Background: an optimization exercise with open tools, aiming at small area. Do not read the settings as production practice.
Only simulation tests tie the RTL to the original design; equivalence was not proved.
Power figures rest on the tool's default switching activity, not on a simulated workload.

==> flow/design.v (excerpt) <==
module branch_predictor
#(
    parameter int unsigned XLEN    = branch_predictor_pkg::XLEN,
    parameter int unsigned ENTRIES = 16,
    parameter int unsigned IDX_W   = $clog2(ENTRIES)
)
(
    input  logic            clk,
    input  logic            rst_n,
    input  logic [XLEN-1:0] if_pc,
    output logic            pred_taken,
    output logic [XLEN-1:0] pred_target,
    input  logic            ex_valid,
    input  logic [XLEN-1:0] ex_pc,
    input  logic            ex_is_branch,
    input  logic            ex_is_jump,
    input  logic            ex_taken,
    input  logic [XLEN-1:0] ex_target,
    input  logic            ex_pred_taken,
    input  logic [XLEN-1:0] ex_pred_target,
    output logic            flush,
    output logic [XLEN-1:0] redirect_pc,
    output logic [31:0]     stat_branches,
    output logic [31:0]     stat_mispred
);
clock: 7.0 ns
lec_check: 0
cap_margin: 20
core_margin: 2
core_utilization: 40
slew_margin: 20
synth_hierarchical: 1
standard.sh (not shown) runs the stock make flow with config.mk's settings and CLKGATE_MAP_FILE= SYNTH_SCRIPT=/design/flow/synth_recipe.tcl, a recipe that flattens the netlist after the stock synthesis.
==> flow/flow/run.sh <==
#!/bin/bash
# Layout flow: the standard flow (standard.sh, standard synthesis
# unchanged), with two layout choices made through ORFS variables:
#  - port buffers use the smallest buffer cell, sky130_fd_sc_hd__buf_1;
#  - clock tree built from clkbuf_4/clkbuf_8 in clusters of 16 sinks,
#    without dummy balancing loads.
# All tool output goes to flow.log here; ORFS also keeps per-step logs
# under orfs/logs/.
set -euo pipefail
cd "$(dirname "$0")/.."

export BUFFER_PORTS_ARGS="-buffer_cell sky130_fd_sc_hd__buf_1"
export CTS_ARGS="-sink_clustering_enable -repair_clock_nets -dont_use_dummy_load -buf_list {sky130_fd_sc_hd__clkbuf_4 sky130_fd_sc_hd__clkbuf_8} -sink_clustering_size 16 -sink_clustering_max_diameter 60"

bash standard.sh > flow.log 2>&1
Change:
==> flow/run.sh (new file) <==
#!/bin/bash
# synth_recipe.tcl (not shown) runs the flow's synth.tcl, then flattens the netlist and writes it again
# the make line also repeats each setting of config.mk as NAME=value (left out here)
make -C /OpenROAD-flow-scripts/flow DESIGN_CONFIG=/design/flow/config.mk WORK_HOME=/design/flow/orfs CLKGATE_MAP_FILE= SYNTH_SCRIPT=/design/flow/synth_recipe.tcl finish
Settings changed: CAP_MARGIN 20 to 0, CTS_BUF_LIST set to sky130_fd_sc_hd__clkbuf_4 sky130_fd_sc_hd__clkbuf_8, CTS_CLUSTER_DIAMETER set to 60, CTS_CLUSTER_SIZE set to 16, SLEW_MARGIN 20 to 0.
removed: flow/flow/run.sh
removed: flow/standard.sh
Outcome:
- sequential power hardly moves
- final area rises by a few percent
- setup slack degrades by 0.21 ns
- area after synthesis does not change
- maximum frequency decreases by a few percent
- die area is unchanged
- clock skew came out lower by 0.027 ns
- routed wire length climbs by a few percent
- sequential share of layout area drops by 4.5 points
- hold slack gets worse by 0.0062 ns
Change:
==> flow/flow/run.sh (new file) <==
#!/bin/bash
# Layout flow: the standard flow (standard.sh, standard synthesis
# unchanged), with two layout choices made through ORFS variables:
#  - port buffers use the smallest buffer cell, sky130_fd_sc_hd__buf_1;
#  - clock tree built from clkbuf_4/clkbuf_8 in clusters of 16 sinks,
#    without dummy balancing loads.
# All tool output goes to flow.log here; ORFS also keeps per-step logs
# under orfs/logs/.
set -euo pipefail
cd "$(dirname "$0")/.."

export BUFFER_PORTS_ARGS="-buffer_cell sky130_fd_sc_hd__buf_1"
export CTS_ARGS="-sink_clustering_enable -repair_clock_nets -dont_use_dummy_load -buf_list {sky130_fd_sc_hd__clkbuf_4} -sink_clustering_size 10 -sink_clustering_max_diameter 40"

bash standard.sh > flow.log 2>&1
==> flow/standard.sh (new file) <==
#!/bin/bash
# synth_recipe.tcl (not shown) runs the flow's synth.tcl, then flattens the netlist and writes it again
# the make line also repeats each setting of config.mk as NAME=value (left out here)
make -C /OpenROAD-flow-scripts/flow DESIGN_CONFIG=/design/flow/config.mk WORK_HOME=/design/flow/orfs CLKGATE_MAP_FILE= SYNTH_SCRIPT=/design/flow/synth_recipe.tcl "${@:-finish}"
Settings changed: CAP_MARGIN 0 to 20, CTS_BUF_LIST sky130_fd_sc_hd__clkbuf_4 sky130_fd_sc_hd__clkbuf_8 to not set, CTS_CLUSTER_DIAMETER 60 to not set, CTS_CLUSTER_SIZE 16 to not set, SLEW_MARGIN 0 to 20.
removed: flow/run.sh
Final cell count went down slightly.
Clock skew went up by 0.086 ns.
Count of clock-buffer cells in the layout went up by 25.
Worst hold slack got worse by 0.17 ns.
Power went down by roughly a tenth.
Synthesized area does not change.
Change:
==> flow/run.sh (new file) <==
#!/bin/bash
# synth_recipe.tcl (not shown) runs the flow's synth.tcl, then flattens the netlist and writes it again
# the make line also repeats each setting of config.mk as NAME=value (left out here)
make -C /OpenROAD-flow-scripts/flow DESIGN_CONFIG=/design/flow/config.mk WORK_HOME=/design/flow/orfs CLKGATE_MAP_FILE= SYNTH_SCRIPT=/design/flow/synth_recipe.tcl finish
Settings changed: CTS_BUF_LIST set to sky130_fd_sc_hd__clkbuf_4 sky130_fd_sc_hd__clkbuf_8, CTS_CLUSTER_DIAMETER set to 60, CTS_CLUSTER_SIZE set to 16.
removed: flow/flow/run.sh
removed: flow/standard.sh
Effect: Combinational power is higher by 20%; synthesized cell count does not change; final area is higher by 7.0%; worst hold slack is better by 0.17 ns; clock skew is lower by 0.086 ns; die area does not change; core utilization is higher by 3.2 points; synthesized area stays the same.
Change:
==> flow/flow/run.sh (new file) <==
#!/bin/bash
# Layout flow: the standard flow (standard.sh, standard synthesis
# unchanged), with two layout choices made through ORFS variables:
#  - port buffers use the smallest buffer cell, sky130_fd_sc_hd__buf_1;
#  - clock tree built from clkbuf_4/clkbuf_8 in clusters of 16 sinks,
#    without dummy balancing loads.
# All tool output goes to flow.log here; ORFS also keeps per-step logs
# under orfs/logs/.
set -euo pipefail
cd "$(dirname "$0")/.."

export BUFFER_PORTS_ARGS="-buffer_cell sky130_fd_sc_hd__buf_1"
export CTS_ARGS="-sink_clustering_enable -repair_clock_nets -dont_use_dummy_load -buf_list {sky130_fd_sc_hd__clkbuf_4 sky130_fd_sc_hd__clkbuf_8} -sink_clustering_size 16 -sink_clustering_max_diameter 60"

bash standard.sh > flow.log 2>&1
==> flow/standard.sh (new file) <==
#!/bin/bash
# synth_recipe.tcl (not shown) runs the flow's synth.tcl, then flattens the netlist and writes it again
# the make line also repeats each setting of config.mk as NAME=value (left out here)
make -C /OpenROAD-flow-scripts/flow DESIGN_CONFIG=/design/flow/config.mk WORK_HOME=/design/flow/orfs CLKGATE_MAP_FILE= SYNTH_SCRIPT=/design/flow/synth_recipe.tcl "${@:-finish}"
Settings changed: CORE_UTILIZATION 40 to 60, CTS_BUF_LIST sky130_fd_sc_hd__clkbuf_4 sky130_fd_sc_hd__clkbuf_8 to not set, CTS_CLUSTER_DIAMETER 60 to not set, CTS_CLUSTER_SIZE 16 to not set, PLACE_DENSITY set to 0.72.
removed: flow/run.sh
After rerunning: Clock power goes down by about 26%. Sequential share of layout area grows by 5.5 points. Synthesized area is unchanged. Via count went up by about 1%. Setup slack gains 0.18 ns. Utilization came out higher by 19 points.
Change:
==> flow/run.sh (new file) <==
#!/bin/bash
# synth_recipe.tcl (not shown) runs the flow's synth.tcl, then flattens the netlist and writes it again
# the make line also repeats each setting of config.mk as NAME=value (left out here)
make -C /OpenROAD-flow-scripts/flow DESIGN_CONFIG=/design/flow/config.mk WORK_HOME=/design/flow/orfs CLKGATE_MAP_FILE= SYNTH_SCRIPT=/design/flow/synth_recipe.tcl finish
Settings changed: CORE_UTILIZATION 60 to 40, CTS_BUF_LIST set to sky130_fd_sc_hd__clkbuf_8, CTS_CLUSTER_DIAMETER set to 50, CTS_CLUSTER_SIZE set to 18, PLACE_DENSITY 0.72 to not set.
removed: flow/flow/run.sh
removed: flow/standard.sh
After rerunning: Core utilization is lower by 18 points; critical path depth is higher by 3; worst hold slack loses 0.0069 ns; final cell count is higher by 17%.

==> static timing again, ports no longer ideal <==
The results above use ideal ports. As a check the final layouts listed here were re-extracted and re-timed, cells and wires unchanged. Step 1 (the two cells are an assumption about what drives the block):
set clk [get_ports {clk}]
set_driving_cell -lib_cell sky130_fd_sc_hd__clkbuf_16 $clk
set_driving_cell -lib_cell sky130_fd_sc_hd__buf_2 [delete_from_list [all_inputs] $clk]
Step 2 adds t to the input delays and takes it off the output delays; t is the mean of the earliest and latest rising clock arrival at the registers after step 1. Input paths then give back, and output paths get back, about the clock's delay inside the block. Three values: no drivers, after step 1, after step 2; two values: the first two.
| run | t, ns | setup slack, ns | clock arrival spread, ns | slew at the worst register clock pin (ns) |
|---|---|---|---|---|
| the first run | 0.763 | 0.448 / 0.398 / 0.398 | 0.112 / 0.113 | 0.10 / 0.10 |
| the second run | 0.806 | 0.241 / 0.214 / 0.214 | 0.064 / 0.064 | 0.11 / 0.11 |
| the third run | 1.052 | 0.411 / 0.357 / 0.357 | 0.156 / 0.156 | 0.12 / 0.12 |
| the fourth run | 0.806 | 0.241 / 0.214 / 0.214 | 0.064 / 0.064 | 0.11 / 0.11 |
| the fifth run | 0.746 | 0.416 / 0.380 / 0.380 | 0.090 / 0.091 | 0.10 / 0.10 |
| the sixth run | 0.822 | 0.309 / 0.282 / 0.282 | 0.053 / 0.053 | 0.11 / 0.11 |
After both steps setup and hold are still met in every run listed. The setup slack of the third run, which loses most, moves by -0.054 ns with the drivers and by -0.054 ns with both steps.
